Background: an optimization exercise with open tools, aiming at small area, a short achievable clock period and few clock cycles per item. Do not read the settings as production practice.
Function not checked in this run: the RTL went through the layout flow alone.
Power is estimated from default activity; no workload was simulated.

==> design.v <==
`timescale 1ns / 1ps
package urr_pkg;
  localparam int STATE_W = 48;
  localparam int DATA_W  = 32;
  localparam int DRAW_W  = 31;
  localparam int DRAW_LSB = STATE_W - DRAW_W;
  localparam int MULT_W = 35;
  localparam logic [MULT_W-1:0]  LCG_MULT = 35'h5DEECE66D;
  localparam logic [STATE_W-1:0] LCG_INC  = 48'hB;
  localparam int DIG_W    = 4;                  
  localparam int DIGS     = 2;                  
  localparam int STEP_W   = DIG_W * DIGS;       
  localparam int STEPS    = STATE_W / STEP_W;   
  localparam int STEP_CNT_W = $clog2(STEPS);
  localparam int ACC_W    = MULT_W;             
  localparam int DIGP_W   = MULT_W + DIG_W;     
  localparam int SUM_W    = ACC_W + STEP_W;     
  localparam int SHIFT_W  = $clog2(DATA_W);
  localparam int NARROW_W = 9;
  localparam int NSTEPS   = 1;    
endpackage
`timescale 1ns / 1ps
module uniform_range_random_unit (
  input  logic                          clk,
  input  logic                          rst,
  input  logic                          seed_write,
  input  logic [urr_pkg::STATE_W-1:0]   seed_data,
  input  logic                          in_valid,
  output logic                          in_stall,
  input  logic [urr_pkg::DATA_W-1:0]    range_low,
  input  logic [urr_pkg::DATA_W-1:0]    range_high,
  output logic                          out_valid,
  input  logic                          out_stall,
  output logic [urr_pkg::DATA_W-1:0]    value,
  output logic                          range_error
);
  typedef enum logic [3:0] {
    S_IDLE,    
    S_PREP,    
    S_CHECK,   
    S_NORM,    
    S_DIV,     
    S_NDIV,    
    S_TDIV,    
    S_TCMP,    
    S_DONE     
  } state_t;
  state_t                              state;
  logic [urr_pkg::DATA_W-1:0]          lo;
  logic [urr_pkg::DATA_W-1:0]          m;       
  logic                                err;
  logic [urr_pkg::DATA_W-1:0]          r;       
  logic [urr_pkg::DATA_W-1:0]          nb;      
  logic [urr_pkg::SHIFT_W-1:0]         k;       
  logic                                tval;    
  logic                                tmode;   
  logic                                cin;     
  logic                                lclr;    
  state_t                              state_d;
  logic [urr_pkg::STATE_W-1:0]         x;       
  logic [urr_pkg::STATE_W-1:0]         y;       
  logic                                yrdy;
  logic [urr_pkg::ACC_W-1:0]           acc;
  logic [urr_pkg::STEP_CNT_W-1:0]      lcnt;
  logic                                xrdy;
  function automatic logic [urr_pkg::DIGP_W-1:0] mul_dig(input logic [urr_pkg::DIG_W-1:0] dg);
    mul_dig = '0;
    for (int i = 1; i < (1 << urr_pkg::DIG_W); i++) begin
      mul_dig = mul_dig | ({urr_pkg::DIGP_W{dg == urr_pkg::DIG_W'(i)}} &
                           (urr_pkg::DIGP_W'(urr_pkg::LCG_MULT) * urr_pkg::DIGP_W'(i)));
    end
  endfunction
  logic [urr_pkg::ACC_W-1:0]  acc_c;
  logic                       lci;
  logic [urr_pkg::SUM_W-1:0]  pp [urr_pkg::DIGS];          
  logic [urr_pkg::SUM_W-1:0]  cs_s [urr_pkg::DIGS+1];       
  logic [urr_pkg::SUM_W-1:0]  cs_c [urr_pkg::DIGS+1];
  logic [urr_pkg::STEP_W:0]   lres;                         
  logic [urr_pkg::STEP_W-1:0] xdig;                         
  assign xdig = x[lcnt*urr_pkg::STEP_W +: urr_pkg::STEP_W];
  assign cs_s[0] = urr_pkg::SUM_W'(acc);
  assign cs_c[0] = urr_pkg::SUM_W'(acc_c);
  for (genvar i = 0; i < urr_pkg::DIGS; i++) begin : g_csa
    assign pp[i]     = urr_pkg::SUM_W'(mul_dig(xdig[i*urr_pkg::DIG_W +: urr_pkg::DIG_W])) << (i*urr_pkg::DIG_W);
    assign cs_s[i+1] = cs_s[i] ^ cs_c[i] ^ pp[i];
    assign cs_c[i+1] = ((cs_s[i] & cs_c[i]) | (cs_s[i] & pp[i]) | (cs_c[i] & pp[i])) << 1;
  end
  assign lres = (urr_pkg::STEP_W+1)'(cs_s[urr_pkg::DIGS][urr_pkg::STEP_W-1:0]) +
                (urr_pkg::STEP_W+1)'(cs_c[urr_pkg::DIGS][urr_pkg::STEP_W-1:0]) +
                (urr_pkg::STEP_W+1)'(lci);
  logic [urr_pkg::DRAW_W-1:0] d;
  assign d = x[urr_pkg::STATE_W-1:urr_pkg::DRAW_LSB];
  logic                       pow2;
  logic [urr_pkg::SHIFT_W-1:0] lz;
  logic                       ge;        
  logic [urr_pkg::DATA_W-1:0] bk;        
  always_comb begin
    pow2 = (((m >> 1) & ~m) == '0);
    lz   = '0;
    for (int i = 0; i < urr_pkg::DATA_W; i++) begin
      if (m[i]) lz = urr_pkg::SHIFT_W'(urr_pkg::DATA_W - 1 - i);
    end
    ge = ({1'b0, d} > m);
    bk = (~m) << k;
  end
  localparam int NW2 = urr_pkg::NARROW_W + 2;
  logic                           narrow;
  logic [urr_pkg::NARROW_W+1:0]   m3;        
  logic [urr_pkg::NARROW_W-1:0]   nrem [urr_pkg::NSTEPS+1];
  assign narrow = (m[urr_pkg::DATA_W-1:urr_pkg::NARROW_W] == '0);
  assign nrem[0] = nb[urr_pkg::NARROW_W-1:0];
  logic [2:0]                     nskip;     
  logic [urr_pkg::NARROW_W-1:0]   nrem0;
  logic [urr_pkg::DATA_W-1:0]     dz;
  assign dz    = {1'b0, d};
  assign nskip = 3'((5'd31 - lz) >> 1);
  always_comb begin
    case (nskip)
      3'd1:    nrem0 = urr_pkg::NARROW_W'(dz[31:30]);
      3'd2:    nrem0 = urr_pkg::NARROW_W'(dz[31:28]);
      3'd3:    nrem0 = urr_pkg::NARROW_W'(dz[31:26]);
      3'd4:    nrem0 = urr_pkg::NARROW_W'(dz[31:24]);
      default: nrem0 = '0;
    endcase
  end
  for (genvar j = 0; j < urr_pkg::NSTEPS; j++) begin : g_nstep
    logic [urr_pkg::NARROW_W+1:0] t;
    logic [urr_pkg::NARROW_W+2:0] d1, d2, d3;
    assign t  = {nrem[j], r[2*(k*urr_pkg::NSTEPS + urr_pkg::NSTEPS-1-j) +: 2]};
    assign d1 = {1'b0, t} + {1'b0, ~m[NW2-1:0]};
    assign d2 = {1'b0, t} + {1'b0, ~{m[urr_pkg::NARROW_W:0], 1'b1}};
    assign d3 = {1'b0, t} + {1'b0, ~m3};
    always_comb begin
      if (d3[urr_pkg::NARROW_W+2])      nrem[j+1] = d3[urr_pkg::NARROW_W-1:0];
      else if (d2[urr_pkg::NARROW_W+2]) nrem[j+1] = d2[urr_pkg::NARROW_W-1:0];
      else if (d1[urr_pkg::NARROW_W+2]) nrem[j+1] = d1[urr_pkg::NARROW_W-1:0];
      else                              nrem[j+1] = t[urr_pkg::NARROW_W-1:0];
    end
  end
  logic [urr_pkg::DATA_W:0]   sum;
  logic                       cout;
  assign sum  = {1'b0, r} + {1'b0, nb} + (urr_pkg::DATA_W+1)'(cin);
  assign cout = sum[urr_pkg::DATA_W];
  logic consume;
  assign consume = ((state == S_CHECK) && xrdy && (pow2 || ge)) || (state == S_TCMP);
  logic ov_d;
  always_comb begin
    state_d = state;
    case (state)
      S_PREP:  state_d = cout ? S_CHECK : S_DONE;
      S_CHECK: begin
        if (xrdy) begin
          if (pow2)                 state_d = S_DONE;
          else if (ge && narrow)    state_d = S_NDIV;
          else if (ge || !tval)     state_d = S_NORM;
          else                      state_d = S_TCMP;
        end
      end
      S_NORM:  state_d = tmode ? S_TDIV : S_DIV;
      S_TDIV:  if (k == '0) state_d = S_TCMP;
      S_DIV:   if (k == '0) state_d = S_DONE;
      S_NDIV:  if (k == '0) state_d = S_DONE;
      S_TCMP:  state_d = cout ? S_CHECK : S_DONE;
      S_DONE:  if (!out_valid) state_d = S_IDLE;
      default: state_d = S_IDLE;
    endcase
    if (!in_stall && in_valid) state_d = S_PREP;
    if (rst) state_d = S_IDLE;
    ov_d = out_valid;
    if (out_valid && !out_stall) ov_d = 1'b0;
    if ((state == S_DONE) && !out_valid) ov_d = 1'b1;
    if (rst) ov_d = 1'b0;
  end
  always_ff @(posedge clk) begin
    state    <= state_d;
    in_stall <= !((state_d == S_IDLE) || ((state_d == S_DONE) && !ov_d));
    if (!in_stall) begin
      lo <= range_low;
    end
    if (rst) begin
      x         <= urr_pkg::LCG_INC;    
      xrdy      <= 1'b1;
      yrdy      <= 1'b0;
      lclr      <= 1'b1;
      cin       <= 1'b0;
      out_valid <= 1'b0;
    end else begin
      if (out_valid && !out_stall) begin
        out_valid <= 1'b0;
      end
      if (lclr) begin
        acc   <= urr_pkg::ACC_W'(urr_pkg::LCG_INC);
        acc_c <= '0;
        lci   <= 1'b0;
        lcnt  <= '0;
        lclr  <= 1'b0;
      end else if (!yrdy) begin
        y     <= {lres[urr_pkg::STEP_W-1:0], y[urr_pkg::STATE_W-1:urr_pkg::STEP_W]};
        acc   <= urr_pkg::ACC_W'(cs_s[urr_pkg::DIGS] >> urr_pkg::STEP_W);
        acc_c <= urr_pkg::ACC_W'(cs_c[urr_pkg::DIGS] >> urr_pkg::STEP_W);
        lci   <= lres[urr_pkg::STEP_W];
        lcnt  <= lcnt + 1'b1;
        if (lcnt == urr_pkg::STEP_CNT_W'(urr_pkg::STEPS-1)) begin
          yrdy  <= 1'b1;
          acc   <= urr_pkg::ACC_W'(urr_pkg::LCG_INC);
          acc_c <= '0;
          lci   <= 1'b0;
          lcnt  <= '0;
        end
      end
      if (yrdy && (!xrdy || consume)) begin
        x    <= y;
        xrdy <= 1'b1;
        yrdy <= 1'b0;
      end else if (consume) begin
        xrdy <= 1'b0;
      end
      cin <= 1'b0;
      case (state)
        S_PREP: begin
          m     <= sum[urr_pkg::DATA_W-1:0];
          err   <= !cout;
          tval  <= 1'b0;
        end
        S_CHECK: begin
          m3 <= NW2'(m) + NW2'({m, 1'b0}) + NW2'(2);
          if (xrdy) begin
            if (pow2) begin
              r     <= {1'b0, d} & m;
              nb    <= lo;
            end else if (ge && narrow) begin
              r     <= {1'b0, d};
              nb    <= urr_pkg::DATA_W'(nrem0);
              k     <= urr_pkg::SHIFT_W'(urr_pkg::DATA_W/(2*urr_pkg::NSTEPS) - 1) - urr_pkg::SHIFT_W'(nskip);
            end else if (ge) begin
              r     <= {1'b0, d};
              k     <= lz - 1'b1;
              tmode <= 1'b0;
            end else if (tval) begin
              nb    <= ~{1'b0, d};
            end else begin
              r     <= ~m;
              k     <= lz;
              tmode <= 1'b1;
            end
          end
        end
        S_NORM: begin
          nb    <= bk;
        end
        S_TDIV, S_DIV: begin
          if (cout) r <= sum[urr_pkg::DATA_W-1:0];
          nb <= {1'b1, nb[urr_pkg::DATA_W-1:1]};
          k  <= k - 1'b1;
          if (k == '0) begin
            if (state == S_TDIV) begin
              nb    <= ~{1'b0, d};
              tval  <= 1'b1;
            end else begin
              nb    <= lo;
            end
          end
        end
        S_NDIV: begin
          nb <= urr_pkg::DATA_W'(nrem[urr_pkg::NSTEPS]);
          k  <= k - 1'b1;
          if (k == '0) begin
            r     <= urr_pkg::DATA_W'(nrem[urr_pkg::NSTEPS]);
            nb    <= lo;
          end
        end
        S_TCMP: begin
          if (!cout) begin
            r     <= {1'b0, d};
            nb    <= lo;
          end else begin
          end
        end
        default: ;
      endcase
      if ((state == S_DONE) && !out_valid) begin
        value       <= err ? '0 : sum[urr_pkg::DATA_W-1:0];
        range_error <= err;
        out_valid   <= 1'b1;
      end
      if (!in_stall) begin
        r  <= range_high;
        nb <= ~range_low;
        if (seed_write) begin
          x    <= seed_data;
          xrdy <= 1'b0;
          yrdy <= 1'b0;
          lclr <= 1'b1;
        end
        if (in_valid) begin
          cin   <= 1'b1;
        end
      end
    end
  end
endmodule
==> run.sh <==
#!/bin/bash
# synth_recipe.tcl (not shown) runs the flow's synth.tcl, then flattens the netlist and writes it again
# the make line also repeats each setting of config.mk as NAME=value (left out here)
make -C /OpenROAD-flow-scripts/flow DESIGN_CONFIG=/design/flow/config.mk WORK_HOME=/design/flow/orfs CLKGATE_MAP_FILE= SYNTH_SCRIPT=/design/flow/synth_recipe.tcl finish
==> config.mk <==
export PLATFORM = sky130hd
export DESIGN_NAME = uniform_range_random_unit
export DESIGN_NICKNAME = uniform_range_random_unit
export VERILOG_FILES = /design/flow/design.v
export SDC_FILE = /design/flow/constraint.sdc
export NUM_CORES = 4
export LEC_CHECK = 0
export CAP_MARGIN = 20
export CORE_MARGIN = 2
export CORE_UTILIZATION = 40
export SLEW_MARGIN = 20
==> constraint.sdc <==
create_clock -name core_clock -period 11.0 [get_ports {clk}]
set_input_delay 2.2000 -clock core_clock [delete_from_list [all_inputs] [get_ports {clk}]]
set_output_delay 2.2000 -clock core_clock [all_outputs]
set_load 0.01 [all_outputs]
==> results.txt <==
==> registers in the layout, indices dropped and copies added (netlist names), 3 cells and up <==
signal / count
m: 32
acc_c: 32
m3: 11
x: 48
value: 32
acc: 35
nb: 32
state: 4
r: 32
lo: 32
y: 48
k: 5
lcnt: 3
==> worst min path at each step <==
stage / endpoint / slack [ns] / start
final: y[8] / 0.45 / y[16]
after global routing: y[8] / 0.46 / y[16]
after CTS: y[34] / 0.45 / y[42]
after detailed placement: y[7] / 0.43 / y[15]
after global placement: y[5] / 0.43 / y[13]
after floorplan: y[0] / 0.43 / y[8]
==> area by class of cell <==
class                      count  share of cell area
clock buffer                  59              0.0389
tap                          864              0.0358
clock inverter                21             0.00795
multi-input combinational   1997               0.499
sequential                   357               0.336
inverter                     134              0.0167
timing repair buffer         214              0.0655
antenna                        1           0.0000829
==> cells in the final DEF, fill, tap and decap left out, types with 77 or more instances in the layout <==
| master | instances |
|---|---|
| edfxtp_1 | 299 |
| a211oi_1 | 77 |
| inv_1 | 126 |
| nand2_1 | 201 |
| clkdlybuf4s50_1 | 150 |
| nor2_1 | 283 |
| o21ai_0 | 135 |
| mux2i_1 | 102 |
| a21oi_1 | 205 |
| ha_1 | 165 |
==> power by group through the flow <==
stage | Combinational [mW] | Clock [mW] | Sequential [mW]
2_1_floorplan | 0.923 | 0 | 1.72
3_3_place_gp | 1.32 | 0 | 1.81
3_5_place_dp | 1.34 | 0 | 1.81
4_1_cts | 1.35 | 1.49 | 1.78
5_1_grt | 1.51 | 1.54 | 1.79
6_report | 1.36 | 1.47 | 1.79
==> cell families (layout without fill, tap and decap cells) <==
| logic type | after synthesis | count (layout) | share of synthesized area |
|---|---|---|---|
| and+or+nand+nor | 771 | 771 | 0.136 |
| adders and majority gates | 235 | 235 | 0.132 |
| xor gates and xnor gates | 62 | 62 | 0.0206 |
| buffers and inverters | 300 | 428 | 0.0468 |
| muxes | 158 | 158 | 0.0802 |
| AOI/OAI and AO/OA | 771 | 771 | 0.200 |
| other | 0 | 1 | 0 |
| DFF | 357 | 357 | 0.385 |
==> routing by layer <==
| layer | routed length, µm | part of all wire | vias to the layer above |
|---|---|---|---|
| met1 | 41400 | 0.42 | 11200 |
| met5 | 34 | 0.00034 | - |
| met4 | 3610 | 0.036 | 6 |
| met3 | 9340 | 0.094 | 203 |
| li1 | - | - | 10100 |
| met2 | 45000 | 0.45 | 1276 |
==> cells in the mapped netlist (46+ instances only) <==
library cell	count	area [µm²]
ha_1	165	2060
mux2i_1	102	1020
edfxtp_1	299	8980
fa_1	70	1400
a21oi_1	208	1040
clkbuf_1	120	450
a211oi_1	77	578
nand2_1	202	758
a221oi_1	46	403
o21ai_0	135	676
and2_1	57	357
dfxtp_1	58	1160
nor2_1	286	1070
inv_1	127	477
nor2b_1	48	300
==> per-stage QoR <==
step | setup slack (ns) | power [mW] | hold slack, ns | area (µm²) | std cells
2_1_floorplan | 4.44 | 2.65 | 0.426 | 26300 | 2654
3_3_place_gp | 5.51 | 3.12 | 0.431 | 28800 | 3566
3_5_place_dp | 5.36 | 3.14 | 0.431 | 28800 | 3566
4_1_cts | 5.32 | 4.62 | 0.448 | 30200 | 3646
5_1_grt | 4.98 | 4.84 | 0.457 | 30200 | 3646
6_report | 5.33 | 4.61 | 0.447 | 30200 | 3647
==> critical path: cells and delay by family (launching register included) <==
family | cells | cell delay (ns)
compound gates | 8 | 2.85
fa+ha+maj | 1 | 0.29
buf+inv | 2 | 0.91
flops | 1 | 1.00
mux | 1 | 0.15
simple gates | 2 | 0.25
==> metrics.csv <==
stage,metric,value,unit
global_route,top_usage_layer,met2,
sta,fmax,176,MHz
floorplanning,row_count,94,
critical_path,critPathLaunch,k[3],
sta,period_share,0.516,
clocking,cts_resized,0,
global_route,grt_use_total,0.290,
synthesis,synth-seq-cells,357,
critical_path,crit_chain,"inv_1, a2111oi_0, nor3_1, buf_4, ha_1, a211oi_1, o21ai_0, a31o_2, a31oi_2, nor2_1, mux2i_1, o21ai_0, a221oi_1, a221oi_2",
sta,finClkSkew,0.0248,ns
synthesis,synth_flop_cell,edfxtp_1,
route,vias,22800,
hold_path,hp-class,reg2reg,
synthesis,synth-edff-count,299,
global_route,antenna_found_initial,3,
pwr,seq_power_share,0.387,
global_route,grt_pass1_vias,22200,
route,avgViaCountPerCell,6.25,
critical_path,crit_end,nb[0],
floorplanning,fp.dieH,261,µm
critical_path,cp_slowest_cell,edfxtp_1,
clocking,clockBufferDepth,3,
clocking,cts_max_level,2,
route,avgRoutedWirePerCell,27.3,µm
sta,hold_viol,0,
place,dp_hpwl,74.5,mm
finish,regArea,10100,µm²
critical_path,max_stage_delay,1.00,ns
critical_path,arrival,6.10,ns
pwr,combPwrFrac,0.295,
place,portBuffers,151,
synthesis,synth_area,26300,µm²
route,drcViolationCount,0,
finish,drive_gt1_frac,0.0953,
route,firstDrtPassIters,8,
synthesis,yosysWarnings,5,
clocking,clkLatencyLatePin,0.61,ns
critical_path,startpoint_type,register,
finish,utilization,0.461,
floorplanning,core-area,65500,µm²
critical_path,end_kind,register,
route,drt_iter0_markers,2617,
synthesis,syn_avg_cell_area,9.93,µm²
sta,fin_setup_tns,0,ns
clocking,cts_root_buf,clkbuf_16,
global_route,met1_usage,0.405,
global_route,grt-ovfl-total,0,
critical_path,r2r_start,k[3],
finish,multiInputGateArea,15100,µm²
critical_path,cp.required,11.43,ns
sta,min_period,5.67,ns
floorplanning,dieWidth,261,µm
clocking,cts_tree,built,
floorplanning,ios,152,
finish,nFillCells,6157,
clocking,cts_setup_buffers,0,
sta,slew_headroom,0.264,
synthesis,yosysSeqAreaShare,0.385,
synthesis,syn_inst,2654,
critical_path,worstSetupPathType,reg2reg,
sta,slew_violations,0,
clocking,clkTransAtPathRegs,0.07,ns
critical_path,rrSetupSlack,5.33,ns
pwr,p_int,3.03,mW
route,wl,99.4,mm
critical_path,cp_max_fo,28,
clocking,cts.sinks,357,
sta,worst_pin_slew,1.10,ns
run,maxCapViolations,0,
clocking,cts_buffers,43,
sta,finalSetupViolCount,0,
pwr,power.density,153,nW/µm²
pwr,power.switching,1.58,mW
finish,fin_nets,3099,
hold_path,whs_path_depth,0,
place,gp_congestion,0.967,
critical_path,reg2regPathDepth,14,
pwr,ir_drop,0.105,mV
clocking,cts_hold_buf,0,
pwr,p_clk_frac,0.318,
global_route,grt_pass1_wl,146,mm
floorplanning,initial_utilization,0.402,
route,drtAntennaViolNets,0,
synthesis,synth_nets,3006,
pwr,switching_share,0.343,
outcome,status,finished clean,
finish,area_growth,14.6,%
pwr,leakage,11.8,nW
critical_path,crit_top_cell,o21ai_0,
synthesis,synth_cell_type_count,96,
floorplanning,die_area,67900,µm²
critical_path,worstReg2RegEnd,nb[0],
synthesis,async_flop_share,0,
global_route,grt_max_degree,95,
sta,grt_setup_unrepaired,false,
global_route,met3_usage,0.0469,
global_route,use_met2,0.457,

## what the ideal ports hide
How much do the figures lean on ideal ports? The routed layout below was timed once more, with nothing changed but the port constraints.
Step 1, drivers: a clkbuf_16 drives clk and a buf_2 each remaining input, both assumed.
Step 2 also shifts input and output timing later by t, the mid clock arrival at the registers, as if the neighbouring blocks saw the same clock.
Slacks: ideal ports / drivers / drivers and shift; pairs: ideal ports / drivers.
t, ns: 0.656
slack for setup (ns): 5.327 / 5.327 / 5.327
hold WS [ns]: 0.447 / 0.447 / 0.447
worst setup path at the end: register to register
clock arrival spread, ns: 0.025 / 0.024
After both steps this run still meets setup and hold. For this run, drivers alone change the setup slack by 0.000 ns; drivers and shift together by 0.000 ns.
